This design comes from an exercise in tuning for small area and a short achievable clock period on the open sky130 flow, not from production work.
In this exercise RTL edits were held to simulation tests only and were not proved equivalent to the original.
No activity file was given, so power comes from the tool's default toggle rates.

**design/flow/config.mk**
```make
export PLATFORM = sky130hd
export DESIGN_NAME = mipsDatapath
export DESIGN_NICKNAME = mipsDatapath
export VERILOG_FILES = /design/flow/design.v
export SDC_FILE = /design/flow/constraint.sdc
export NUM_CORES = 4
export LEC_CHECK = 0
export CAP_MARGIN = 20
export CORE_MARGIN = 5
export CORE_UTILIZATION = 35
export CTS_BUF_LIST = sky130_fd_sc_hd__clkbuf_16
export CTS_CLUSTER_DIAMETER = 120
export CTS_CLUSTER_SIZE = 24
export PLACE_DENSITY = 0.5
export SETUP_SLACK_MARGIN = 2.0
export SLEW_MARGIN = 20
export SYNTH_HIERARCHICAL = 1
```
**design/flow/constraint.sdc**
```tcl
create_clock -name core_clock -period 5.0 [get_ports {Clock}]
set_input_delay 1.0000 -clock core_clock [delete_from_list [all_inputs] [get_ports {Clock}]]
set_output_delay 1.0000 -clock core_clock [all_outputs]
set_load 0.01 [all_outputs]
```
**design/flow/design.v**
```verilog
package mipsIsaPkg;
   localparam int regCount = 32;            
   typedef logic [4:0] regIdxT;
   localparam int immW     = 16;            
   localparam int jumpIdxW = 26;            
   typedef enum logic [5:0] {
      opRType = 6'h00,                      
      opJ     = 6'h02,
      opBeq   = 6'h04,
      opAddi  = 6'h08,
      opLb    = 6'h20,                      
      opLw    = 6'h23,
      opSw    = 6'h2b
   } opcodeT;
   typedef enum logic [5:0] {
      fnAdd = 6'h20,
      fnSub = 6'h22,
      fnAnd = 6'h24,
      fnOr  = 6'h25,
      fnXor = 6'h26,
      fnSlt = 6'h2a                         
   } functT;
   typedef struct packed {
      opcodeT     opcode;
      regIdxT     rs;
      regIdxT     rt;
      regIdxT     rd;
      logic [4:0] shamt;
      logic [5:0] funct;                    
   } instrT;
endpackage
package datapathCtrlPkg;
   localparam int wordW  = 32;
   localparam int blockW = 4;               
   localparam int byteW  = 8;
   typedef logic [wordW-1:0] wordT;
   typedef enum logic [1:0] {
      forceAdd = 2'b00,                     
      forceSub = 2'b01,                     
      byFunct  = 2'b10                      
   } aluOpModeT;
   typedef enum logic [2:0] {
      aluAnd  = 3'b000,
      aluOr   = 3'b001,
      aluAdd  = 3'b010,
      aluXor  = 3'b011,
      aluSub  = 3'b110,
      aluXnor = 3'b111
   } aluOperT;
   typedef enum logic [1:0] {selB, selFour, selImm, selImmShift} srcBSelT;
   typedef enum logic [1:0] {pcAlu, pcAluReg, pcJump, pcVector} pcSourceT;
   localparam wordT exceptionVector = 32'hc000_0000;
   localparam wordT pcStep          = 32'd4;
endpackage
module claAdder (
   input  datapathCtrlPkg::wordT              gN,        
   input  datapathCtrlPkg::wordT              kN,        
   input  logic                               cin,
   output logic [datapathCtrlPkg::wordW:0]    carry      
);
   localparam int W      = datapathCtrlPkg::wordW;
   localparam int LEVELS = 5;               
   logic [W-1:0] gl [0:LEVELS];
   logic [W-1:0] kl [0:LEVELS];
   gateGen0 gen0 (.gN(gN[0]), .kN(kN[0]), .cin(cin), .yN(gl[0][0]));
   assign gl[0][W-1:1] = gN[W-1:1];
   assign kl[0]        = kN;
   for (genvar l = 0; l < LEVELS; l++)
   begin : gLevel
      for (genvar i = 0; i < W; i++)
      begin : gBit
         if (i >= (1 << l))
         begin : gCombine
            if (l % 2 == 0)
            begin : gFromInv
               gateOai21 g (.a1(kl[l][i]), .a2(gl[l][i-(1<<l)]), .b1(gl[l][i]), .y(gl[l+1][i]));
               gateNor2  k (.a(kl[l][i]), .b(kl[l][i-(1<<l)]), .y(kl[l+1][i]));
            end
            else
            begin : gFromTrue
               gateAoi21 g (.a1(kl[l][i]), .a2(gl[l][i-(1<<l)]), .b1(gl[l][i]), .y(gl[l+1][i]));
               gateNand2 k (.a(kl[l][i]), .b(kl[l][i-(1<<l)]), .y(kl[l+1][i]));
            end
         end
         else
         begin : gPass
            gateInv g (.a(gl[l][i]), .y(gl[l+1][i]));
            assign kl[l+1][i] = 1'b0;
         end
      end
   end
   assign carry = {gl[LEVELS], cin};
endmodule
module gateGen0 (input logic gN, kN, cin, output logic yN);
   assign yN = ~(~gN | (~kN & cin));
endmodule
module gateOai21 (input logic a1, a2, b1, output logic y);
   assign y = ~((a1 | a2) & b1);
endmodule
module gateAoi21 (input logic a1, a2, b1, output logic y);
   assign y = ~((a1 & a2) | b1);
endmodule
module gateNor2 (input logic a, b, output logic y);
   assign y = ~(a | b);
endmodule
module gateNand2 (input logic a, b, output logic y);
   assign y = ~(a & b);
endmodule
module gateInv (input logic a, output logic y);
   assign y = ~a;
endmodule
module gateXor2 (input logic a, b, output logic y);
   assign y = a ^ b;
endmodule
module gateXnor2 (input logic a, b, output logic y);
   assign y = ~(a ^ b);
endmodule
module gateMux2 (input logic s, d1, d0, output logic y);
   assign y = s ? d1 : d0;
endmodule
module gateNand4 (input logic a, b, c, d, output logic y);
   assign y = ~(a & b & c & d);
endmodule
module gateAnd2 (input logic a, b, output logic y);
   assign y = a & b;
endmodule
module gateAoi222 (input logic a1, a2, b1, b2, c1, c2, output logic y);
   assign y = ~((a1 & a2) | (b1 & b2) | (c1 & c2));
endmodule
module gateAoi22 (input logic a1, a2, b1, b2, output logic y);
   assign y = ~((a1 & a2) | (b1 & b2));
endmodule
module gateAo22 (input logic a1, a2, b1, b2, output logic y);
   assign y = (a1 & a2) | (b1 & b2);
endmodule
module gateNand2b (input logic aN, b, output logic y);
   assign y = ~(~aN & b);
endmodule
module gateNor2b (input logic a, bN, output logic y);
   assign y = ~(a | ~bN);
endmodule
module gateNand3 (input logic a, b, c, output logic y);
   assign y = ~(a & b & c);
endmodule
module alu (
   input  datapathCtrlPkg::wordT    opA,
   input  datapathCtrlPkg::wordT    bSel,       
   input  datapathCtrlPkg::wordT    opB,        
   input  logic                     invB,       
   input  logic                     isAnd,
   input  logic                     isOr,       
   input  logic                     isAdd,      
   input  logic [4:0]               zeroSel,    
   output datapathCtrlPkg::wordT    prop,       
   output datapathCtrlPkg::wordT    logicRes,   
   output logic [datapathCtrlPkg::wordW:0] carry,   
   output logic [3:0]               zero,       
   output logic                     overflow
);
   localparam int W = datapathCtrlPkg::wordW;
   datapathCtrlPkg::wordT genN;              
   datapathCtrlPkg::wordT anyN;              
   datapathCtrlPkg::wordT diff;              
   datapathCtrlPkg::wordT plainGenN;         
   datapathCtrlPkg::wordT plainAnyN;         
   datapathCtrlPkg::wordT sumMiss;           
   logic                  zeroAdd;           
   logic                  zeroEq;            
   logic                  zeroXnor;          
   logic                  zeroAnd;           
   logic                  zeroOr;            
   for (genvar i = 0; i < W; i++)
   begin : gBit
      gateNand2 gg (.a(opA[i]), .b(opB[i]), .y(genN[i]));
      gateNor2  gk (.a(opA[i]), .b(opB[i]), .y(anyN[i]));
      gateXor2  gp (.a(opA[i]), .b(opB[i]), .y(prop[i]));
      logicBit lb (.genN(genN[i]), .anyN(anyN[i]), .prop(prop[i]), .isAnd(isAnd), .isOr(isOr),
                   .y(logicRes[i]));
      gateXor2  zd (.a(opA[i]), .b(bSel[i]), .y(diff[i]));
      gateNand2 zg (.a(opA[i]), .b(bSel[i]), .y(plainGenN[i]));
      gateNor2  zk (.a(opA[i]), .b(bSel[i]), .y(plainAnyN[i]));
      if (i == 0)
      begin : gLsb
         assign sumMiss[i] = diff[i];
      end
      else
      begin : gUpper
         gateXnor2 gz (.a(diff[i]), .b(plainAnyN[i-1]), .y(sumMiss[i]));
      end
   end
   claAdder adder (
      .gN    (genN),
      .kN    (anyN),
      .cin   (invB),
      .carry (carry)
   );
   zeroTree zeroAddDet  (.nonZero(sumMiss),  .zero(zeroAdd));
   zeroTree zeroEqDet   (.nonZero(diff),     .zero(zeroEq));
   oneTree  zeroXnorDet (.ones(diff),        .allOnes(zeroXnor));
   oneTree  zeroAndDet  (.ones(plainGenN),   .allOnes(zeroAnd));
   oneTree  zeroOrDet   (.ones(plainAnyN),   .allOnes(zeroOr));
   for (genvar q = 0; q < 4; q++)
   begin : gZero
      logic pickN1, pickN2;
      gateAoi222 sel1 (.a1(zeroSel[0]), .a2(zeroAdd), .b1(zeroSel[1]), .b2(zeroEq),
                       .c1(zeroSel[2]), .c2(zeroXnor), .y(pickN1));
      gateAoi22  sel2 (.a1(zeroSel[3]), .a2(zeroAnd), .b1(zeroSel[4]), .b2(zeroOr), .y(pickN2));
      gateNand2  pick (.a(pickN1), .b(pickN2), .y(zero[q]));
   end
   assign overflow = isAdd & (carry[W] ^ carry[W-1]);
endmodule
module logicBit (
   input  logic genN, anyN, prop, isAnd, isOr,
   output logic y
);
   assign y = isAnd ? ~genN : (isOr ? ~anyN : prop);
endmodule
module zeroTree (
   input  datapathCtrlPkg::wordT nonZero,
   output logic                  zero
);
   logic [15:0] l1;                          
   logic [7:0]  l2;                          
   logic [3:0]  l3;                          
   logic [1:0]  l4;                          
   for (genvar i = 0; i < 16; i++)
   begin : gL1
      gateNor2 g (.a(nonZero[2*i]), .b(nonZero[2*i+1]), .y(l1[i]));
   end
   for (genvar i = 0; i < 8; i++)
   begin : gL2
      gateNand2 g (.a(l1[2*i]), .b(l1[2*i+1]), .y(l2[i]));
   end
   for (genvar i = 0; i < 4; i++)
   begin : gL3
      gateNor2 g (.a(l2[2*i]), .b(l2[2*i+1]), .y(l3[i]));
   end
   for (genvar i = 0; i < 2; i++)
   begin : gL4
      gateNand2 g (.a(l3[2*i]), .b(l3[2*i+1]), .y(l4[i]));
   end
   gateNor2 gL5 (.a(l4[0]), .b(l4[1]), .y(zero));
endmodule
module zeroTreeN (
   input  datapathCtrlPkg::wordT nonZero,
   output logic                  zeroN
);
   logic [15:0] l1;                          
   logic [7:0]  l2;                          
   logic [3:0]  l3;                          
   for (genvar i = 0; i < 16; i++)
   begin : gL1
      gateNor2 g (.a(nonZero[2*i]), .b(nonZero[2*i+1]), .y(l1[i]));
   end
   for (genvar i = 0; i < 8; i++)
   begin : gL2
      gateNand2 g (.a(l1[2*i]), .b(l1[2*i+1]), .y(l2[i]));
   end
   for (genvar i = 0; i < 4; i++)
   begin : gL3
      gateNor2 g (.a(l2[2*i]), .b(l2[2*i+1]), .y(l3[i]));
   end
   gateNand4 gL4 (.a(l3[0]), .b(l3[1]), .c(l3[2]), .d(l3[3]), .y(zeroN));
endmodule
module oneTree (
   input  datapathCtrlPkg::wordT ones,
   output logic                  allOnes
);
   logic [15:0] l1;                          
   logic [7:0]  l2;                          
   logic [3:0]  l3;                          
   logic [1:0]  l4;                          
   for (genvar i = 0; i < 16; i++)
   begin : gL1
      gateNand2 g (.a(ones[2*i]), .b(ones[2*i+1]), .y(l1[i]));
   end
   for (genvar i = 0; i < 8; i++)
   begin : gL2
      gateNor2 g (.a(l1[2*i]), .b(l1[2*i+1]), .y(l2[i]));
   end
   for (genvar i = 0; i < 4; i++)
   begin : gL3
      gateNand2 g (.a(l2[2*i]), .b(l2[2*i+1]), .y(l3[i]));
   end
   for (genvar i = 0; i < 2; i++)
   begin : gL4
      gateNor2 g (.a(l3[2*i]), .b(l3[2*i+1]), .y(l4[i]));
   end
   gateAnd2 gL5 (.a(l4[0]), .b(l4[1]), .y(allOnes));
endmodule
module aluControl (
   input  datapathCtrlPkg::aluOpModeT mode,
   input  logic                       fnAdd,
   input  logic                       fnSub,
   input  logic                       fnAnd,
   input  logic                       fnOr,
   input  logic                       fnXor,
   input  logic                       fnInv,
   output logic [3:0]                 invB,     
   output logic                       isSum,
   output logic                       isAnd,
   output logic                       isOr,
   output logic                       isAdd,
   output logic [4:0]                 zeroSel   
);
   logic isXnor;
   assign isAdd  = mode[1] ? fnAdd : ~mode[0];
   assign isSum  = mode[1] ? (fnAdd | fnSub) : 1'b1;
   assign isAnd  = mode[1] & fnAnd;
   assign isOr   = mode[1] & fnOr;
   assign isXnor = mode[1] & fnInv & ~fnSub;
   for (genvar q = 0; q < 4; q++)
   begin : gInv
      gateMux2 inv (.s(mode[1]), .d1(fnInv), .d0(mode[0]), .y(invB[q]));
   end
   assign zeroSel[0] = isAdd;
   assign zeroSel[1] = mode[1] ? (fnSub | fnXor) : mode[0];
   assign zeroSel[2] = isXnor;
   assign zeroSel[3] = isAnd;
   assign zeroSel[4] = isOr;
endmodule
module regFile (
   input  logic                   Clock,
   input  logic                   regWrite,
   input  logic                   regDst,       
   input  mipsIsaPkg::regIdxT     readIdx1,
   input  mipsIsaPkg::regIdxT     readIdx2,     
   input  mipsIsaPkg::regIdxT     rdIdx,
   input  datapathCtrlPkg::wordT  writeData,
   output datapathCtrlPkg::wordT  readData1,
   output datapathCtrlPkg::wordT  readData2
);
   logic [mipsIsaPkg::regCount-1:1][datapathCtrlPkg::wordW-1:0] regs;                
   logic [mipsIsaPkg::regCount-1:1] sel1;
   logic [mipsIsaPkg::regCount-1:1] sel2;
   logic [mipsIsaPkg::regCount-1:1] wen;
   logic [mipsIsaPkg::regCount-1:1] rdSel;
   logic                            writeRd;
   logic                            writeRt;
   always_comb
   begin
      for (int k = 1; k < mipsIsaPkg::regCount; k++)
      begin
         sel1[k] = (readIdx1 == 5'(k));
         sel2[k] = (readIdx2 == 5'(k));
         rdSel[k] = (rdIdx == 5'(k));
      end
   end
   assign writeRd = regWrite & regDst;
   assign writeRt = regWrite & ~regDst;
   for (genvar k = 1; k < mipsIsaPkg::regCount; k++)
   begin : gWen
      gateAo22 w (.a1(writeRd), .a2(rdSel[k]), .b1(writeRt), .b2(sel2[k]), .y(wen[k]));
   end
   regRead port1 (.sel(sel1), .regs(regs), .data(readData1));
   regRead port2 (.sel(sel2), .regs(regs), .data(readData2));
   for (genvar k = 1; k < mipsIsaPkg::regCount; k++)
   begin : gReg
      always_ff @(posedge Clock)
      begin
         if (wen[k])
         begin
            regs[k] <= writeData;
         end
      end
   end
endmodule
module regRead (
   input  logic [mipsIsaPkg::regCount-1:1] sel,
   input  logic [mipsIsaPkg::regCount-1:1][datapathCtrlPkg::wordW-1:0] regs,
   output datapathCtrlPkg::wordT           data
);
   for (genvar b = 0; b < datapathCtrlPkg::wordW; b++)
   begin : gBit
      logic [10:0] grpN;                     
      for (genvar q = 0; q < 10; q++)
      begin : gGrp
         aoi222 grp (
            .a0(regs[3*q+1][b]), .s0(sel[3*q+1]),
            .a1(regs[3*q+2][b]), .s1(sel[3*q+2]),
            .a2(regs[3*q+3][b]), .s2(sel[3*q+3]),
            .y (grpN[q])
         );
      end
      assign grpN[10] = ~(regs[31][b] & sel[31]);
      assign data[b]  = ~&grpN;
   end
endmodule
module aoi222 (
   input  logic a0, s0, a1, s1, a2, s2,
   output logic y
);
   assign y = ~((a0 & s0) | (a1 & s1) | (a2 & s2));
endmodule
module pcUnit (
   input  logic                             Clock,
   input  logic                             rstN,
   input  logic                             pcWrite,
   input  logic                             pcWriteCond,    
   input  datapathCtrlPkg::pcSourceT        pcSource,
   input  logic [3:0]                       zero,           
   input  logic [datapathCtrlPkg::wordW:0]  carry,          
   input  datapathCtrlPkg::wordT            prop,           
   input  datapathCtrlPkg::wordT            logicRes,       
   input  logic                             isSum,
   input  datapathCtrlPkg::wordT            aluHeld,        
   input  logic [mipsIsaPkg::jumpIdxW-1:0]  jumpIndex,
   output datapathCtrlPkg::wordT            aluResult,      
   output datapathCtrlPkg::wordT            pc
);
   datapathCtrlPkg::wordT jumpTarget;
   datapathCtrlPkg::wordT otherPc;           
   datapathCtrlPkg::wordT keepZ1;            
   datapathCtrlPkg::wordT keepZ0;            
   datapathCtrlPkg::wordT pcNext;
   logic takeZ1;
   logic takeZ0;
   assign jumpTarget = {pc[datapathCtrlPkg::wordW-1:datapathCtrlPkg::wordW-4], jumpIndex, 2'b00};
   always_comb
   begin
      case (pcSource)
         datapathCtrlPkg::pcAluReg: otherPc = aluHeld;             
         datapathCtrlPkg::pcJump:   otherPc = jumpTarget;
         default:                   otherPc = datapathCtrlPkg::exceptionVector;
      endcase
   end
   assign takeZ1 = rstN & (pcWrite | pcWriteCond) & (pcSource == datapathCtrlPkg::pcAlu);
   assign takeZ0 = rstN & pcWrite & (pcSource == datapathCtrlPkg::pcAlu);
   assign keepZ1 = ~rstN ? '0 : ((pcWrite | pcWriteCond) ? otherPc : pc);
   assign keepZ0 = ~rstN ? '0 : (pcWrite ? otherPc : pc);
   for (genvar i = 0; i < datapathCtrlPkg::wordW; i++)
   begin : gBit
      pcBit bitSel (
         .carry     (carry[i]),
         .zero      (zero[i/8]),
         .prop      (prop[i]),
         .logicRes  (logicRes[i]),
         .isSum     (isSum),
         .takeZ1    (takeZ1),
         .takeZ0    (takeZ0),
         .keepZ1    (keepZ1[i]),
         .keepZ0    (keepZ0[i]),
         .aluResult (aluResult[i]),
         .pcNext    (pcNext[i])
      );
   end
   always_ff @(posedge Clock)
   begin
      pc <= pcNext;
   end
endmodule
module pcBit (
   input  logic carry,
   input  logic zero,
   input  logic prop,
   input  logic logicRes,
   input  logic isSum,
   input  logic takeZ1,
   input  logic takeZ0,
   input  logic keepZ1,
   input  logic keepZ0,
   output logic aluResult,
   output logic pcNext
);
   logic resC1N, resC0N;                     
   logic nextZ1C1, nextZ1C0, nextZ0C1, nextZ0C0;
   logic nextZ1N, nextZ0N;
   pcBitEarly early (
      .prop     (prop),
      .logicRes (logicRes),
      .isSum    (isSum),
      .takeZ1   (takeZ1),
      .takeZ0   (takeZ0),
      .keepZ1   (keepZ1),
      .keepZ0   (keepZ0),
      .resC1N   (resC1N),
      .resC0N   (resC0N),
      .nextZ1C1 (nextZ1C1),
      .nextZ1C0 (nextZ1C0),
      .nextZ0C1 (nextZ0C1),
      .nextZ0C0 (nextZ0C0)
   );
   gateMux2i res (.s(carry), .d1(resC1N),   .d0(resC0N),   .y(aluResult));
   gateMux2i z1  (.s(carry), .d1(nextZ1C1), .d0(nextZ1C0), .y(nextZ1N));
   gateMux2i z0  (.s(carry), .d1(nextZ0C1), .d0(nextZ0C0), .y(nextZ0N));
   gateMux2i nxt (.s(zero),  .d1(nextZ1N),  .d0(nextZ0N),  .y(pcNext));
endmodule
module pcBitEarly (
   input  logic prop,
   input  logic logicRes,
   input  logic isSum,
   input  logic takeZ1,
   input  logic takeZ0,
   input  logic keepZ1,
   input  logic keepZ0,
   output logic resC1N,
   output logic resC0N,
   output logic nextZ1C1,
   output logic nextZ1C0,
   output logic nextZ0C1,
   output logic nextZ0C0
);
   logic resC1, resC0;
   assign resC1    = isSum ? ~prop : logicRes;
   assign resC0    = isSum ?  prop : logicRes;
   assign resC1N   = ~resC1;
   assign resC0N   = ~resC0;
   assign nextZ1C1 = takeZ1 ? resC1 : keepZ1;
   assign nextZ1C0 = takeZ1 ? resC0 : keepZ1;
   assign nextZ0C1 = takeZ0 ? resC1 : keepZ0;
   assign nextZ0C0 = takeZ0 ? resC0 : keepZ0;
endmodule
module gateMux2i (input logic s, d1, d0, output logic y);
   assign y = ~(s ? d1 : d0);
endmodule
module loadAligner (
   input  datapathCtrlPkg::wordT mdr,
   input  datapathCtrlPkg::wordT aluHeld,    
   input  logic                  memToReg,
   input  logic                  loadByte,
   output datapathCtrlPkg::wordT regWriteData
);
   logic [datapathCtrlPkg::byteW-1:0] laneByte;
   datapathCtrlPkg::wordT             byteExt;
   always_comb
   begin
      case (aluHeld[1:0])
         2'b00:   laneByte = mdr[31:24];
         2'b01:   laneByte = mdr[23:16];
         2'b10:   laneByte = mdr[15:8];
         default: laneByte = mdr[7:0];
      endcase
   end
   assign byteExt = {{(datapathCtrlPkg::wordW-datapathCtrlPkg::byteW){laneByte[datapathCtrlPkg::byteW-1]}}, laneByte};    
   always_comb
   begin
      if (loadByte)
      begin
         regWriteData = byteExt;
      end
      else if (memToReg)
      begin
         regWriteData = mdr;
      end
      else
      begin
         regWriteData = aluHeld;                 
      end
   end
endmodule
module mipsDatapath (
   input  logic        Clock,
   input  logic        rstN,
   input  logic        pcWriteCond,    
   input  logic        pcWrite,
   input  logic        iOrD,           
   input  logic        irWrite,
   input  logic        memToReg,
   input  logic        loadByte,
   input  logic        regWrite,
   input  logic        regDst,         
   input  logic        aluSrcA,        
   input  logic [1:0]  aluOp,          
   input  logic [1:0]  aluSrcB,        
   input  logic [1:0]  pcSource,       
   input  logic [31:0] memData,
   output logic [31:0] address,
   output logic [31:0] writeData,
   output logic [5:0]  opcode,         
   output logic        overflow        
);
   mipsIsaPkg::instrT      ir;                        
   datapathCtrlPkg::wordT  mdr;                       
   datapathCtrlPkg::wordT  regA;
   datapathCtrlPkg::wordT  regB;
   datapathCtrlPkg::wordT  aluHeld;                   
   datapathCtrlPkg::wordT  pc;
   datapathCtrlPkg::wordT  readData1;
   datapathCtrlPkg::wordT  readData2;
   datapathCtrlPkg::wordT  regWriteData;
   datapathCtrlPkg::wordT  immExt;                    
   datapathCtrlPkg::wordT  immShift;                  
   logic                   fnAdd;                     
   logic                   fnSub;                     
   logic                   fnAnd;
   logic                   fnOr;
   logic                   fnXor;
   logic                   fnInv;
   datapathCtrlPkg::wordT    aluOpA;
   datapathCtrlPkg::wordT    aluOpB;
   logic [3:0]               aluInvB;
   logic [4:0]               aluZeroSel;
   datapathCtrlPkg::wordT    aluBSel;
   logic                     aluIsSum;
   logic                     aluIsAnd;
   logic                     aluIsOr;
   logic                     aluIsAdd;
   datapathCtrlPkg::wordT    aluResult;
   logic [3:0]               aluZero;
   datapathCtrlPkg::wordT    aluProp;
   datapathCtrlPkg::wordT    aluLogic;
   logic [datapathCtrlPkg::wordW:0] aluCarry;
   logic                     aluOverflow;
   always_ff @(posedge Clock)
   begin
      mdr     <= memData;
      regA    <= readData1;
      regB    <= readData2;
      aluHeld <= aluResult;
      if (irWrite)
      begin
         ir    <= mipsIsaPkg::instrT'(memData);
         fnAdd <= (memData[5:0] == mipsIsaPkg::fnAdd);
         fnSub <= (memData[5:0] == mipsIsaPkg::fnSub);
         fnAnd <= (memData[5:0] == mipsIsaPkg::fnAnd);
         fnOr  <= (memData[5:0] == mipsIsaPkg::fnOr);
         fnXor <= (memData[5:0] == mipsIsaPkg::fnXor);
         fnInv <= !((memData[5:0] == mipsIsaPkg::fnAdd) || (memData[5:0] == mipsIsaPkg::fnAnd) ||
                    (memData[5:0] == mipsIsaPkg::fnOr)  || (memData[5:0] == mipsIsaPkg::fnXor));
      end
   end
   always_ff @(posedge Clock)
   begin
      if (!rstN)
      begin
         overflow <= 1'b0;
      end
      else
      begin
         overflow <= aluOverflow;
      end
   end
   assign address  = iOrD ? aluHeld : pc;
   assign immExt   = {{(datapathCtrlPkg::wordW-mipsIsaPkg::immW){ir[mipsIsaPkg::immW-1]}},
                      ir[mipsIsaPkg::immW-1:0]};
   assign immShift = immExt << 2;
   aluOperandSel operandSel (
      .aluSrcA  (aluSrcA),
      .aluSrcB  (datapathCtrlPkg::srcBSelT'(aluSrcB)),
      .invB     (aluInvB),
      .regA     (regA),
      .regB     (regB),
      .pc       (pc),
      .immExt   (immExt),
      .immShift (immShift),
      .opA      (aluOpA),
      .bSel     (aluBSel),
      .opB      (aluOpB)
   );
   assign writeData = regB;                    
   assign opcode    = ir.opcode;
   pcUnit pcBlk (
      .Clock       (Clock),
      .rstN        (rstN),
      .pcWrite     (pcWrite),
      .pcWriteCond (pcWriteCond),
      .pcSource    (datapathCtrlPkg::pcSourceT'(pcSource)),
      .zero        (aluZero),
      .carry       (aluCarry),
      .prop        (aluProp),
      .logicRes    (aluLogic),
      .isSum       (aluIsSum),
      .aluHeld     (aluHeld),
      .jumpIndex   (ir[mipsIsaPkg::jumpIdxW-1:0]),
      .aluResult   (aluResult),
      .pc          (pc)
   );
   regFile regs (
      .Clock     (Clock),
      .regWrite  (regWrite),
      .regDst    (regDst),
      .readIdx1  (ir.rs),
      .readIdx2  (ir.rt),
      .rdIdx     (ir.rd),
      .writeData (regWriteData),
      .readData1 (readData1),
      .readData2 (readData2)
   );
   aluControl aluCtl (
      .mode      (datapathCtrlPkg::aluOpModeT'(aluOp)),
      .fnAdd     (fnAdd),
      .fnSub     (fnSub),
      .fnAnd     (fnAnd),
      .fnOr      (fnOr),
      .fnXor     (fnXor),
      .fnInv     (fnInv),
      .invB      (aluInvB),
      .isSum     (aluIsSum),
      .isAnd     (aluIsAnd),
      .isOr      (aluIsOr),
      .isAdd     (aluIsAdd),
      .zeroSel   (aluZeroSel)
   );
   alu aluBlk (
      .opA       (aluOpA),
      .bSel      (aluBSel),
      .opB       (aluOpB),
      .invB      (aluInvB[0]),
      .isAnd     (aluIsAnd),
      .isOr      (aluIsOr),
      .isAdd     (aluIsAdd),
      .zeroSel   (aluZeroSel),
      .prop      (aluProp),
      .logicRes  (aluLogic),
      .carry     (aluCarry),
      .zero      (aluZero),
      .overflow  (aluOverflow)
   );
   loadAligner aligner (
      .mdr          (mdr),
      .aluHeld      (aluHeld),
      .memToReg     (memToReg),
      .loadByte     (loadByte),
      .regWriteData (regWriteData)
   );
endmodule
module aluOperandSel (
   input  logic                      aluSrcA,
   input  datapathCtrlPkg::srcBSelT  aluSrcB,
   input  logic [3:0]                invB,       
   input  datapathCtrlPkg::wordT     regA,
   input  datapathCtrlPkg::wordT     regB,
   input  datapathCtrlPkg::wordT     pc,
   input  datapathCtrlPkg::wordT     immExt,
   input  datapathCtrlPkg::wordT     immShift,
   output datapathCtrlPkg::wordT     opA,
   output datapathCtrlPkg::wordT     bSel,       
   output datapathCtrlPkg::wordT     opB
);
   logic selB, selFour, selImm, selShift;
   assign selB     = (aluSrcB == datapathCtrlPkg::selB);
   assign selFour  = (aluSrcB == datapathCtrlPkg::selFour);
   assign selImm   = (aluSrcB == datapathCtrlPkg::selImm);
   assign selShift = (aluSrcB == datapathCtrlPkg::selImmShift);
   for (genvar i = 0; i < datapathCtrlPkg::wordW; i++)
   begin : gBit
      gateMux2 a (.s(aluSrcA), .d1(regA[i]), .d0(pc[i]), .y(opA[i]));
      if (i < 2)
      begin : gLow
         logic pickB, pickImm;
         gateNand2 nb (.a(selB),   .b(regB[i]),   .y(pickB));
         gateNand2 ni (.a(selImm), .b(immExt[i]), .y(pickImm));
         gateNand2 b  (.a(pickB),  .b(pickImm),   .y(bSel[i]));
      end
      else if (i == 2)
      begin : gFour
         bSelFour b (.selB(selB), .regB(regB[i]), .selFour(selFour), .selImm(selImm), .imm(immExt[i]),
                     .selShift(selShift), .immShift(immShift[i]), .y(bSel[i]));
      end
      else
      begin : gHigh
         logic pickB, pickImm, pickShift;
         gateNand2 nb (.a(selB),     .b(regB[i]),     .y(pickB));
         gateNand2 ni (.a(selImm),   .b(immExt[i]),   .y(pickImm));
         gateNand2 ns (.a(selShift), .b(immShift[i]), .y(pickShift));
         gateNand3 b  (.a(pickB),    .b(pickImm),     .c(pickShift), .y(bSel[i]));
      end
      gateXor2 inv (.a(bSel[i]), .b(invB[i/8]), .y(opB[i]));
   end
endmodule
module bSelFour (
   input  logic selB, regB, selFour, selImm, imm, selShift, immShift,
   output logic y
);
   assign y = (selB & regB) | selFour | (selImm & imm) | (selShift & immShift);
endmodule
```
**design/flow/flow/run.sh**
```bash
#!/bin/bash
# The standard layout (the standard.sh: standard synthesis, floorplan,
# placement, CTS, routing), with one change: ports are buffered with buf_4
# cells instead of the slow delay buffers buffer_ports picks by default.
# make's full output goes to standard.log; each ORFS step keeps its own log
# under orfs/logs/.
set -euo pipefail
bash standard.sh "BUFFER_PORTS_ARGS=-buffer_cell sky130_fd_sc_hd__buf_4" finish > standard.log 2>&1
```
**design/flow/standard.sh**
```bash
#!/bin/bash
# synth_recipe.tcl (not shown) runs the flow's synth.tcl, then flattens the netlist and writes it again
# the make line also repeats each setting of config.mk as NAME=value (left out here)
make -C /OpenROAD-flow-scripts/flow DESIGN_CONFIG=/design/flow/config.mk WORK_HOME=/design/flow/orfs CLKGATE_MAP_FILE= SYNTH_SCRIPT=/design/flow/synth_recipe.tcl "${@:-finish}"
```
==> run summary, run 1 <==
result of the run timing/DRC/antenna clean; number of levels the H-tree was split into 2; synth warn 15; GRT Overall Usage a little over a quarter; overall via count from detail_route 43700; peak supply drop 0.0003106 V; final weighted congestion in routability-driven placement approximately 0.94; die boundary height 407.7 um; Setup-failing EPs final 0; endpoint type of the worst setup path flop; width of the chip between 400 and 500 um; clock buffer depth 3; maximum number of pins on one net before global-route repair 73; average instance area after synthesis between 10 and 15 sq um; worst hold path endpoint mdr[24]; instance count of the mapped netlist 4104; synthesized area 55350 sq um; worst path arrival time 3.41 ns; CP max stage delay 0.71 ns; register-to-register setup slack 1.95 ns; Worst Max-Slew Pin Slew approximately 1.2 ns; # nets final about 4500; Crit Path Category reg -> reg; period utilisation layout 60.91%; syn nets 4156; Reg-to-Reg End regs.regs[87]; R2R Path Start ir[19]; clk_skew 0.06614 ns; required arrival time at the worst endpoint 5.37 ns; ratio of cells with drive above 1 in the final layout 22.82%; max-slew violation total from the final report 0; IO Port Bufs 119; Num Clock Sinks 1191; start point of the worst hold path memData[24]; post-synthesis to final-layout area growth 17.07%; max-cap violation count 0; tightest slew margin relative to the limit 22.00%; critical-path cell list buf_12, or3b_1, nor2_4, a22o_2, buf_4; initial core utilization 35.07%; clock period minus worst slack 3.046 ns; final sum of negative setup slack 0 ns; TritonCTS clock tree built; DRC violations left 0; leading cell type in the layout, fill and taps excluded edfxtp_1; global-route wire length before repair 326000 um; drt first pass iters 13; HPWL reported at the end of detailed placement between 150000 and 200000 um; Reg clk slew, reported paths 0.10 ns; largest fanout on the critical path 32; number of rows in the core area 146; total detailed-routing wirelength 240900 um; aggregate global routing overflow 0; worst hold-check path type in -> reg; setup repair after global routing missed its margin true; Skew-Pair Late Insertion Delay 0.74 ns; hold depth 1; slowest stage cell on the critical path nor2_4; number of buffers created by CTS 58; post-layout util 41.05%; CTS Root Cell clkbuf_16; startpoint class of the critical path flop; CTS Hold Buffers Added 0; highest-count cells in the layout ignoring fill and taps 1030 x edfxtp_1, 644 x a222oi_1, 331 x nand2_1; CORE AREA roughly 160000 sq um; number of hold violations in the final report 0; routed wire length per instance around 37 um; total leakage power between 20 and 25 nW; timing-limited maximum frequency 0.3283 GHz; number of cells on the worst reg-to-reg path 5; count of antenna-violating nets left after detailed routing 0; power per cell area 397.6 nW/um^2; floorplan die area 166200 sq um; starting DRC count in detailed routing 9514; initial antenna violation count 18; I/O pin cnt 120; vias in the first global route 41570; detail-routed via count per cell 6.623
==> critical path: cells and delay by family (launching register included) <==
family	cells	cell delay [ns]
compound gates	1	0.25
simple gates	2	1.25
flops	1	0.43
buf+inv	2	0.72
==> worst max path at each step <==
stage | slack [ns] | startpoint | endpoint | cells after the start
final | 1.95 | ir[19] | regs.regs[87] | 5
after global routing | 1.93 | fnInv | overflow | 13
after CTS | 1.98 | aluSrcB[1] | overflow | 15
after detailed placement | 0.85 | aluSrcB[1] | pcBlk.pc[19] | 13
after global placement | 0.88 | aluSrcB[1] | pcBlk.pc[19] | 13
after floorplan | 1.71 | ir[20] | regs.regs[224] | 4
==> registers in the layout, indices dropped and copies added (netlist names) <==
name / flops
fnSub: 1
regs.regs: 992
fnOr: 1
pcBlk.pc: 32
mdr: 32
overflow: 1
aluHeld: 32
fnAdd: 1
ir: 32
regB: 32
fnAnd: 1
regA: 32
fnInv: 1
fnXor: 1
==> routing by layer <==
layer  GRT usage, %  share of wire (%)  wire length (um)
met3          7.436                 13             30180
met4          10.75                4.8             11610
met2          42.20                 44            106400
met1          36.54                 38             92690
met5              0              0.019                46
==> per-stage QoR <==
stage	worst slack [ns]	power, W	area, sq um	hold slack, ns	std cells
final	1.954	0.02576	64790	0.3875	6599
after global routing	1.925	0.02667	64770	0.3719	6590
after CTS	1.976	0.02551	64070	0.3439	6565
after detailed placement	0.8493	0.01996	61570	0.4809	6401
after global placement	0.8786	0.01992	61500	0.4730	6398
after floorplan	1.713	0.01690	56460	0.4638	4104
==> area by class of cell <==
cell class | count | area, sq um
Fill cell | 14650 | 93040
Sequential cell | 1191 | 34160
Timing Repair Buffer | 363 | 3173
Clock inverter | 52 | 317.8
Antenna cell | 9 | 22.52
Clock buffer | 58 | 1451
Inverter | 99 | 376.6
Multi-Input combinational cell | 2755 | 22700
Tap cell | 2072 | 2592
==> repair_timing <==
action                     CTS  global route
pin swaps                   19            33
cloned                       5             5
resized for setup           40            88
setup endpoints to repair  913           118
hold endpoints to repair     0             0
setup buffers               49            18
==> power by group <==
| part | internal (W) | total (W) | switching (W) |
|---|---|---|---|
| Clock | 0.00218 | 0.00553 | 0.00335 |
| Combinational | 0.00259 | 0.00754 | 0.00496 |
| Sequential | 0.0121 | 0.0127 | 0.000623 |
==> run 2: changes to the inputs <==
==> design/flow/flow/run.sh (replaced) <==
#!/bin/bash
# The standard layout (the standard.sh: standard synthesis, floorplan,
# placement, CTS, routing), with two changes:
#  - ports are buffered with buf_4 cells instead of the slow delay buffers
#    buffer_ports picks by default;
#  - the floorplan's timing repair, which runs before placement with ideal
#    clocks, uses no setup margin; the later repairs use config.mk's margin.
# make's full output goes to standard*.log; each ORFS step keeps its own log
# under orfs/logs/.
set -euo pipefail
PORTS="BUFFER_PORTS_ARGS=-buffer_cell sky130_fd_sc_hd__buf_4"
bash standard.sh "$PORTS" SETUP_SLACK_MARGIN=0 floorplan > standard_floorplan.log 2>&1
bash standard.sh "$PORTS" finish > standard.log 2>&1
--- a/design/flow/config.mk
+++ b/design/flow/config.mk
@@ -12,6 +12,6 @@
 export CTS_CLUSTER_DIAMETER = 120
 export CTS_CLUSTER_SIZE = 24
 export PLACE_DENSITY = 0.5
-export SETUP_SLACK_MARGIN = 2.0
+export SETUP_SLACK_MARGIN = 2.2
 export SLEW_MARGIN = 20
 export SYNTH_HIERARCHICAL = 1
==> run 2 against run 1 <==
  * Sequential share of layout area is 1.1 points lower
  * Area after synthesis stayed put
  * Die area is the same
  * Wire length down 0.44%
  * Register-to-register slack better by 0.13 ns
  * Flip-flop and latch count is the same
  * First-iteration DRC count shrank 6.6%
  * Synthesized cell count unchanged
  * Critical path depth is 7 higher
  * Clock power is essentially flat
==> run summary, run 2 <==
result of the run timing/DRC/antenna clean (unchanged); HPWL reported at the end of detailed placement 150700 um (was 155500 um); overall via count from detail_route 44360 (was 43700); number of cells on the worst reg-to-reg path 11 (was 5); Reg clk slew, reported paths 0.11 ns (was 0.10 ns); R2R Path Start fnInv (was ir[19]); TritonCTS clock tree built (unchanged); ratio of cells with drive above 1 in the final layout 25.90% (was 22.82%); endpoint type of the worst setup path flop (unchanged); CORE AREA 157800 sq um (unchanged); clock buffer depth 3 (unchanged); Crit Path Category in -> reg (was reg -> reg); power per cell area 393.1 nW/um^2 (was 397.6 nW/um^2); floorplan die area 166200 sq um (unchanged); worst hold path endpoint mdr[31] (was mdr[24]); final sum of negative setup slack 0 ns (unchanged); required arrival time at the worst endpoint 5.62 ns (was 5.37 ns); synthesized area 55350 sq um (unchanged); start point of the worst hold path memData[31] (was memData[24]); starting DRC count in detailed routing 8888 (was 9514); vias in the first global route 42650 (was 41570); clock period minus worst slack 2.944 ns (was 3.046 ns); startpoint class of the critical path input port (was flop); number of buffers created by CTS 58 (unchanged); average instance area after synthesis 13.49 sq um (unchanged); I/O pin cnt 120 (unchanged); Largest register FFs 992 (unchanged); worst path arrival time 3.56 ns (was 3.41 ns); Reg with most FFs regs.regs (unchanged); synth warn 15 (unchanged); register-to-register setup slack 2.08 ns (was 1.95 ns); clk_skew 0.03746 ns (was 0.06614 ns); tightest slew margin relative to the limit 24.70% (was 22.00%); # nets final 4638 (was 4520); global-route wire length before repair 328100 um (was 326000 um); routed wire length per instance 35.81 um (was 36.51 um); Setup-failing EPs final 0 (unchanged); worst slack at placement 0.4383 ns (was 0.8493 ns); total leakage power 22.32 nW (was 21.71 nW); total detailed-routing wirelength 239900 um (was 240900 um); final weighted congestion in routability-driven placement 0.9356 (unchanged); count of antenna-violating nets left after detailed routing 0 (unchanged); drt first pass iters 13 (unchanged); number of fill cells 14620 (was 14650); initial core utilization 35.07% (unchanged); number of rows in the core area 146 (unchanged); width of the chip 407.7 um (unchanged); number of levels the H-tree was split into 2 (unchanged); hold depth 1 (unchanged); highest-count cells in the layout ignoring fill and taps 1030 x edfxtp_1, 644 x a222oi_1, 406 x buf_4 (was 1030 x edfxtp_1, 644 x a222oi_1, 331 x nand2_1); timing-limited maximum frequency 0.3397 GHz (was 0.3283 GHz); GRT Overall Usage 27.32% (was 27.28%); IO Port Bufs 119 (unchanged); worst setup slack after layout 2.056 ns (was 1.954 ns); worst hold-check path type in -> reg (unchanged); largest fanout on the critical path 11 (was 32); setup repair after global routing missed its margin true (unchanged); initial antenna violation count 12 (was 18); post-synthesis to final-layout area growth 19.45% (was 17.07%); syn nets 4156 (unchanged); CTS Hold Buffers Added 0 (unchanged); instance count of the mapped netlist 4104 (unchanged); CTS Root Cell clkbuf_16 (unchanged); number of hold violations in the final report 0 (unchanged); max-cap violation count 0 (unchanged); detail-routed via count per cell 6.622 (was 6.623); aggregate global routing overflow 0 (unchanged); max-slew violation total from the final report 0 (unchanged); DRC violations left 0 (unchanged); Reg-to-Reg End pcBlk.pc[26] (was regs.regs[87]); peak supply drop 0.0002894 V (was 0.0003106 V); Worst Max-Slew Pin Slew 1.130 ns (was 1.163 ns); period utilisation layout 58.87% (was 60.91%); die boundary height 407.7 um (unchanged); Num Clock Sinks 1191 (unchanged); Skew-Pair Late Insertion Delay 0.73 ns (was 0.74 ns); maximum number of pins on one net before global-route repair 60 (was 73); leading cell type in the layout, fill and taps excluded edfxtp_1 (unchanged)
[run 2: metal layers]
layer / routed length [um] / share of wire, % / vias to the layer above / GRT usage [%]
met2: 108600 / 45 / 3001 / 43.36
met5: 74 / 0.031 / - / 0
met1: 91100 / 38 / 22480 / 35.74
met4: 12580 / 5.2 / 10 / 12.09
met3: 27560 / 11 / 539 / 6.465
li1: - / - / 18330 / -
[run 2: cell type report]
type	count	area, sq um	share of cell area, %
flip-flops and latches	1191	34150	51.66
multi-input cells	2755	22950	34.72
repair buffers	481	4325	6.543
well taps	2072	2592	3.922
clock buffers	59	1476	2.233
inverters	99	375.4	0.5678
clock inverters	37	224.0	0.3388
diodes	4	10.01	0.01514
[run 2: what timing repair did]
action,4_1_cts,5_1_grt
endpoints found under the setup margin,1204,97
setup buffers,117,66
resized for setup,290,152
gates cloned,8,2
pin swaps,74,64
[run 2: per-stage QoR]
step	utilization [%]	hold WS (ns)	instances	cell area (sq um)	total power [W]
finish	41.89	0.4029	6698	66110	0.02599
global route	41.88	0.3821	6694	66100	0.02688
CTS	41.05	0.3690	6626	64790	0.02563
detailed placement	38.38	0.4891	6405	60570	0.01965
global placement	38.35	0.4796	6404	60520	0.01960
floorplan	-	0.4638	4104	55350	0.01662
[run 2: how the worst max path moves through the flow]
stage               startpoint            to
finish                aluOp[1]  pcBlk.pc[26]
global route        aluSrcB[0]  pcBlk.pc[15]
CTS                    aluSrcA  pcBlk.pc[31]
detailed placement  aluSrcB[0]  pcBlk.pc[27]
global placement    aluSrcB[0]   pcBlk.pc[5]
floorplan           aluSrcB[0]      overflow
[run 2: critical path, cell delays in order]
cell	delay, ns
buf_4	0.18
mux2_4	0.46
xor2_2	0.24
nor2_1	0.32
o21ai_2	0.13
a21oi_2	0.31
o21ai_4	0.14
a21oi_4	0.25
o21ai_2	0.11
buf_4	0.17
mux2i_1	0.16
mux2i_1	0.09
[run 2: where the power goes]
part | switching, W | internal (W) | leakage (nW)
combinational | 0.00512 | 0.00275 | 10.8
sequential | 0.000534 | 0.0121 | 10.6
clock | 0.00334 | 0.00219 | 0.923
total | 0.00899 | 0.0170 | 22.3
==> run 3: changes to the inputs <==
--- a/design/flow/config.mk
+++ b/design/flow/config.mk
@@ -12,6 +12,6 @@
 export CTS_CLUSTER_DIAMETER = 120
 export CTS_CLUSTER_SIZE = 24
 export PLACE_DENSITY = 0.5
-export SETUP_SLACK_MARGIN = 2.2
+export SETUP_SLACK_MARGIN = 2.1
 export SLEW_MARGIN = 20
 export SYNTH_HIERARCHICAL = 1
==> run 3 against run 2 <==
  * Still clean on timing, DRC and antenna
  * Synthesized cell count is the same
  * Register-to-register slack lost 0.03 ns
  * Die area is the same
  * Utilization shrank 0.18 points
  * Final cell count shrank 0.46%
  * Via count shrank 0.21%
  * Fmax shrank 0.21%
  * Wire length shrank 0.79%
  * Clock power is essentially flat
  * Design area shrank 0.43%
  * Highest routed layer unchanged
==> run summary, run 3 <==
startpoint class of the critical path flop (was input port); R2R Path Start ir[16] (was fnInv); ratio of cells with drive above 1 in the final layout 25.15% (was 25.90%); clk_skew 0.03564 ns (was 0.03746 ns); worst path arrival time 3.49 ns (was 3.56 ns); final sum of negative setup slack 0 ns (unchanged); floorplan die area 166200 sq um (unchanged); clock period minus worst slack 2.950 ns (was 2.944 ns); setup repair after global routing missed its margin true (unchanged); global-route wire length before repair 326600 um (was 328100 um); Setup-failing EPs final 0 (unchanged); required arrival time at the worst endpoint 5.54 ns (was 5.62 ns); period utilisation layout 58.99% (was 58.87%); width of the chip 407.7 um (unchanged); die boundary height 407.7 um (unchanged); I/O pin cnt 120 (unchanged); multi-input gate area in the final layout 22970 sq um (was 22950 sq um); instance count of the mapped netlist 4104 (unchanged); TritonCTS clock tree built (unchanged); result of the run timing/DRC/antenna clean (unchanged); peak supply drop 0.0002924 V (was 0.0002894 V); initial antenna violation count 14 (was 12); total detailed-routing wirelength 238000 um (was 239900 um); aggregate global routing overflow 0 (unchanged); Num Clock Sinks 1191 (unchanged); final weighted congestion in routability-driven placement 0.9356 (unchanged); power per cell area 393.4 nW/um^2 (was 393.1 nW/um^2); source of the critical timing path ir[16] (was aluOp[1]); total design power 0.02590 W (was 0.02599 W); Crit Path Category reg -> reg (was in -> reg); number of buffers created by CTS 58 (unchanged); HPWL reported at the end of detailed placement 150700 um (unchanged); count of antenna-violating nets left after detailed routing 0 (unchanged); # nets final 4604 (was 4638); Reg with most FFs regs.regs (unchanged); leading cell type in the layout, fill and taps excluded edfxtp_1 (unchanged); start point of the worst hold path memData[31] (unchanged); total leakage power 22.16 nW (was 22.32 nW); post-synthesis to final-layout area growth 18.93% (was 19.45%); CTS Hold Buffers Added 0 (unchanged); starting DRC count in detailed routing 8971 (was 8888); max-cap violation count 0 (unchanged); vias in the first global route 42500 (was 42650); cell family with most CP delay compound AO/OA/AOI/OAI gates (unchanged); CP max stage delay 0.57 ns (was 0.46 ns); detail-routed via count per cell 6.639 (was 6.622); Largest register FFs 992 (unchanged); highest-count cells in the layout ignoring fill and taps 1030 x edfxtp_1, 644 x a222oi_1, 387 x buf_4 (was 1030 x edfxtp_1, 644 x a222oi_1, 406 x buf_4); synthesized area 55350 sq um (unchanged); filler-free cell count of the finished design 6667 (was 6698); slowest stage cell on the critical path a2111o_1 (was mux2_4); number of levels the H-tree was split into 2 (unchanged); CORE AREA 157800 sq um (unchanged); GRT Overall Usage 27.18% (was 27.32%); area of all sequential standard cells 34150 sq um (unchanged); Worst Max-Slew Pin Slew 1.112 ns (was 1.130 ns); max-slew violation total from the final report 0 (unchanged); IO Port Bufs 119 (unchanged); synth warn 15 (unchanged); routed wire length per instance 35.70 um (was 35.81 um); overall via count from detail_route 44260 (was 44360); maximum number of pins on one net before global-route repair 60 (unchanged); post-layout util 41.70% (was 41.89%); average instance area after synthesis 13.49 sq um (unchanged); CTS Root Cell clkbuf_16 (unchanged); clock buffer depth 3 (unchanged); Reg clk slew, reported paths 0.11 ns (about the same); DRC violations left 0 (unchanged); tightest slew margin relative to the limit 25.89% (was 24.70%); endpoint type of the worst setup path flop (unchanged); drt first pass iters 12 (was 13); initial core utilization 35.07% (unchanged); crit path buf inv count 4 (was 2); number of fill cells 14630 (was 14620); timing-limited maximum frequency 0.3390 GHz (was 0.3397 GHz); largest fanout on the critical path 7 (was 11); worst hold-check path type in -> reg (unchanged); number of rows in the core area 146 (unchanged); number of hold violations in the final report 0 (unchanged); Skew-Pair Late Insertion Delay 0.73 ns (about the same); critical-path cell list buf_4, buf_12, or3b_4, nor2_4, buf_12, buf_4, a222oi_1, nand4_1, a2111o_1 (was buf_4, mux2_4, xor2_2, nor2_1, o21ai_2, a21oi_2, o21ai_4, a21oi_4, o21ai_2, buf_4, mux2i_1, mux2i_1); syn nets 4156 (unchanged); total placed cells including tap cells 6405 (unchanged)
==> run 3: final cells by class <==
type / instances / area share, %
multi-input cells: 2753 / 34.90
inverters: 99 / 0.5703
repair buffers: 449 / 6.096
well taps: 2072 / 3.939
clock buffers: 59 / 2.243
flip-flops and latches: 1191 / 51.89
clock inverters: 37 / 0.3403
diodes: 7 / 0.02661
==> run 3: what timing repair did <==
| item | 4_1_cts | 5_1_grt |
|---|---|---|
| resized for setup | 235 | 183 |
| setup endpoints to repair | 945 | 144 |
| pin swaps | 59 | 52 |
| setup buffers | 111 | 42 |
| cloned | 5 | 1 |
==> run 3: where the power goes <==
part	internal [W]	total (W)	leakage [nW]	switching (W)
Clock	0.00219	0.00552	0.923	0.00333
Combinational	0.00270	0.00778	10.6	0.00508
Sequential	0.0121	0.0126	10.6	0.000532
==> run 3: path summary, 6_finish.rpt <==
check | to | slack, ns | cells after the start
worst max-delay path | regB[2] | 2.05 | 9
worst min-delay path | mdr[31] | 0.41 | 1
worst max register to register | regB[2] | 2.05 | 9
worst min register to register | regB[13] | 0.51 | 1
==> run 3: per-layer routing <==
layer / up-vias / share of wire, % / GRT usage (%)
li1: 18270 / - / -
met1: 22570 / 38 / 35.37
met2: 2898 / 45 / 42.95
met3: 511 / 11 / 6.565
met4: 10 / 5.4 / 12.65
met5: - / 0.027 / 0
==> run 3: metrics by stage <==
step / cell area, sq um / setup WS, ns / hold slack (ns)
after CTS: 64470 / 2.033 / 0.3690
after detailed placement: 60570 / 0.4383 / 0.4891
after floorplan: 55350 / 0.9043 / 0.4638
after global routing: 65810 / 1.942 / 0.3821
final: 65820 / 2.050 / 0.4053
after global placement: 60520 / 0.4753 / 0.4796
==> run 4: changes to the inputs <==
--- a/design/flow/config.mk
+++ b/design/flow/config.mk
@@ -12,6 +12,6 @@
 export CTS_CLUSTER_DIAMETER = 120
 export CTS_CLUSTER_SIZE = 24
 export PLACE_DENSITY = 0.5
-export SETUP_SLACK_MARGIN = 2.1
+export SETUP_SLACK_MARGIN = 2.0
 export SLEW_MARGIN = 20
 export SYNTH_HIERARCHICAL = 1
==> run 4 against run 3 <==
  * Still clean on timing, DRC and antenna
  * Clock skew down 0.0026 ns
  * Clock power hardly changed
  * Via count fell by 0.41%
  * Final cell count down 0.36%
  * Critical endpoint is now regA[0]
  * Highest routed layer unchanged
==> run summary, run 4 <==
synth warn 15 (unchanged); starting DRC count in detailed routing 8641 (was 8971); slowest stage cell on the critical path nor2_2 (was a2111o_1); synthesized area 55350 sq um (unchanged); I/O pin cnt 120 (unchanged); Reg-to-Reg End regA[0] (was regB[2]); number of cells on the worst reg-to-reg path 6 (was 9); hold depth 1 (unchanged); Setup-failing EPs final 0 (unchanged); GRT Overall Usage 27.02% (was 27.18%); critical-path cell list buf_4, or2_2, nor2_2, a222oi_1, nand4_1, a2111o_1 (was buf_4, buf_12, or3b_4, nor2_4, buf_12, buf_4, a222oi_1, nand4_1, a2111o_1); result of the run timing/DRC/antenna clean (unchanged); width of the chip 407.7 um (unchanged); max-cap violation count 0 (unchanged); global-route wire length before repair 324500 um (was 326600 um); worst path arrival time 3.64 ns (was 3.49 ns); clk_skew 0.03308 ns (was 0.03564 ns); aggregate global routing overflow 0 (unchanged); count of antenna-violating nets left after detailed routing 0 (unchanged); power per cell area 394.2 nW/um^2 (was 393.4 nW/um^2); total leakage power 21.95 nW (was 22.16 nW); Crit Path Category reg -> reg (unchanged); CTS Root Cell clkbuf_16 (unchanged); total design power 0.02573 W (was 0.02590 W); TritonCTS clock tree built (unchanged); register-to-register setup slack 1.96 ns (was 2.05 ns); instance count of the mapped netlist 4104 (unchanged); total detailed-routing wirelength 237800 um (was 238000 um); endpoint type of the worst setup path flop (unchanged); post-synthesis to final-layout area growth 17.92% (was 18.93%); Num Clock Sinks 1191 (unchanged); number of levels the H-tree was split into 2 (unchanged); worst hold-check path type in -> reg (unchanged); start point of the worst hold path memData[31] (unchanged); CP max stage delay 0.97 ns (was 0.57 ns); final sum of negative setup slack 0 ns (unchanged); Largest register FFs 992 (unchanged); IO Port Bufs 119 (unchanged); number of hold violations in the final report 0 (unchanged); maximum number of pins on one net before global-route repair 60 (unchanged); routed wire length per instance 35.80 um (was 35.70 um); Reg with most FFs regs.regs (unchanged); startpoint class of the critical path flop (unchanged); R2R Path Start ir[25] (was ir[16]); peak supply drop 0.0002911 V (was 0.0002924 V); highest-count cells in the layout ignoring fill and taps 1030 x edfxtp_1, 644 x a222oi_1, 374 x buf_4 (was 1030 x edfxtp_1, 644 x a222oi_1, 387 x buf_4); required arrival time at the worst endpoint 5.61 ns (was 5.54 ns); clock buffer depth 3 (unchanged); number of fill cells 14660 (was 14630); initial antenna violation count 13 (was 14); overall via count from detail_route 44080 (was 44260); worst hold path endpoint mdr[31] (unchanged); number of buffers created by CTS 58 (unchanged); # nets final 4580 (was 4604); timing-limited maximum frequency 0.3291 GHz (was 0.3390 GHz); initial core utilization 35.07% (unchanged); syn nets 4156 (unchanged); clock period minus worst slack 3.038 ns (was 2.950 ns); period utilisation layout 60.77% (was 58.99%); Worst Max-Slew Pin Slew 1.156 ns (was 1.112 ns); ratio of cells with drive above 1 in the final layout 24.01% (was 25.15%); vias in the first global route 42150 (was 42500); tightest slew margin relative to the limit 22.82% (was 25.89%); largest fanout on the critical path 14 (was 7); floorplan die area 166200 sq um (unchanged); max-slew violation total from the final report 0 (unchanged); drt first pass iters 11 (was 12); DRC violations left 0 (unchanged); CTS Hold Buffers Added 0 (unchanged); final weighted congestion in routability-driven placement 0.9356 (unchanged); die boundary height 407.7 um (unchanged); setup repair after global routing missed its margin true (unchanged); HPWL reported at the end of detailed placement 150700 um (unchanged); average instance area after synthesis 13.49 sq um (unchanged); detail-routed via count per cell 6.636 (was 6.639); leading cell type in the layout, fill and taps excluded edfxtp_1 (unchanged); CORE AREA 157800 sq um (unchanged); number of rows in the core area 146 (unchanged); Reg clk slew, reported paths 0.11 ns (about the same); Skew-Pair Late Insertion Delay 0.73 ns (about the same)
## run 4: worst max-delay path, delay by kind of cell (launching register included)
family                 cells  cell delay [ns]
and+or+nand+nor            3             1.74
AOI/OAI and AO/OA          2             0.59
DFF                        1             0.38
buffers and inverters      1             0.21
## run 4: how the worst max path moves through the flow
stage          startpoint           end  slack (ns)
2_1_floorplan  aluSrcB[0]      overflow        0.90
3_3_place_gp   aluSrcB[0]   pcBlk.pc[5]        0.48
3_5_place_dp   aluSrcB[0]  pcBlk.pc[27]        0.44
4_1_cts        aluSrcB[0]  pcBlk.pc[31]        1.98
5_1_grt            ir[15]      overflow        1.94
6_report           ir[25]       regA[0]        1.96
## run 4: metrics by stage
stage | cell area [sq um] | util, % | cells | hold WS (ns) | setup slack, ns
global route | 65250 | 41.34 | 6636 | 0.3820 | 1.944
floorplan | 55350 | - | 4104 | 0.4638 | 0.9043
detailed placement | 60570 | 38.38 | 6405 | 0.4891 | 0.4383
finish | 65270 | 41.35 | 6643 | 0.4070 | 1.962
global placement | 60520 | 38.35 | 6404 | 0.4796 | 0.4753
CTS | 63620 | 40.31 | 6579 | 0.3690 | 1.979
## run 4: layout make-up
class	count	area [sq um]	area share, %
sequential	1191	34150	52.33
multi-input combinational	2752	22660	34.72
timing repair buffer	426	3765	5.769
tap	2072	2592	3.972
clock buffer	59	1476	2.262
inverter	99	375.4	0.5751
clock inverter	37	224.0	0.3432
antenna	7	17.52	0.02684
## run 4: metal layers
metal	global-route usage (%)	vias up	wire, um
met5	0	-	72
met4	11.89	10	12520
met3	6.596	531	26780
met2	43.06	2946	108400
met1	35.09	22350	90040
li1	-	18250	-
## run 4: what timing repair did
item / in CTS / in global routing
setup endpoints to repair: 837 / 117
gates cloned: 4 / 3
gates resized for setup: 139 / 202
pin swaps: 31 / 58
setup buffers: 74 / 54
## run 4: power by group
part	switching (W)	total [W]	leakage [nW]	internal, W
registers	0.000534	0.0126	10.6	0.0121
logic	0.00499	0.00761	10.4	0.00262
clock network	0.00333	0.00552	0.923	0.00219
total	0.00886	0.0257	22.0	0.0169

## what the ideal ports hide
How much do the figures lean on ideal ports? The routed layouts below were timed once more, with nothing changed but the port constraints.
Step 1: set_driving_cell puts a clkbuf_16 on Clock and a buf_2 on each other input, an assumption about the parent block.
Step 2, shift: input delay + t, output delay - t, t = (earliest + latest rising clock arrival at the registers) / 2. This alone moves slack from input paths to output paths.
Slacks: ideal ports / drivers / drivers and shift; pairs: ideal ports / drivers.
run	t (ns)	setup slack, ns	slew at the worst register clock pin (ns)	worst slew at a driven data input, ns
run 1	0.800	1.954 / 1.954 / 1.234	0.11 / 0.11	0.07
run 2	0.803	2.056 / 2.071 / 1.289	0.11 / 0.11	0.19
run 3	0.802	2.050 / 2.050 / 1.296	0.11 / 0.11	0.07
run 4	0.802	1.962 / 1.962 / 1.293	0.11 / 0.11	0.07
After both steps every run listed still meets setup and hold. For run 2, which loses most, drivers alone change the setup slack by +0.015 ns; drivers and shift together by -0.767 ns.
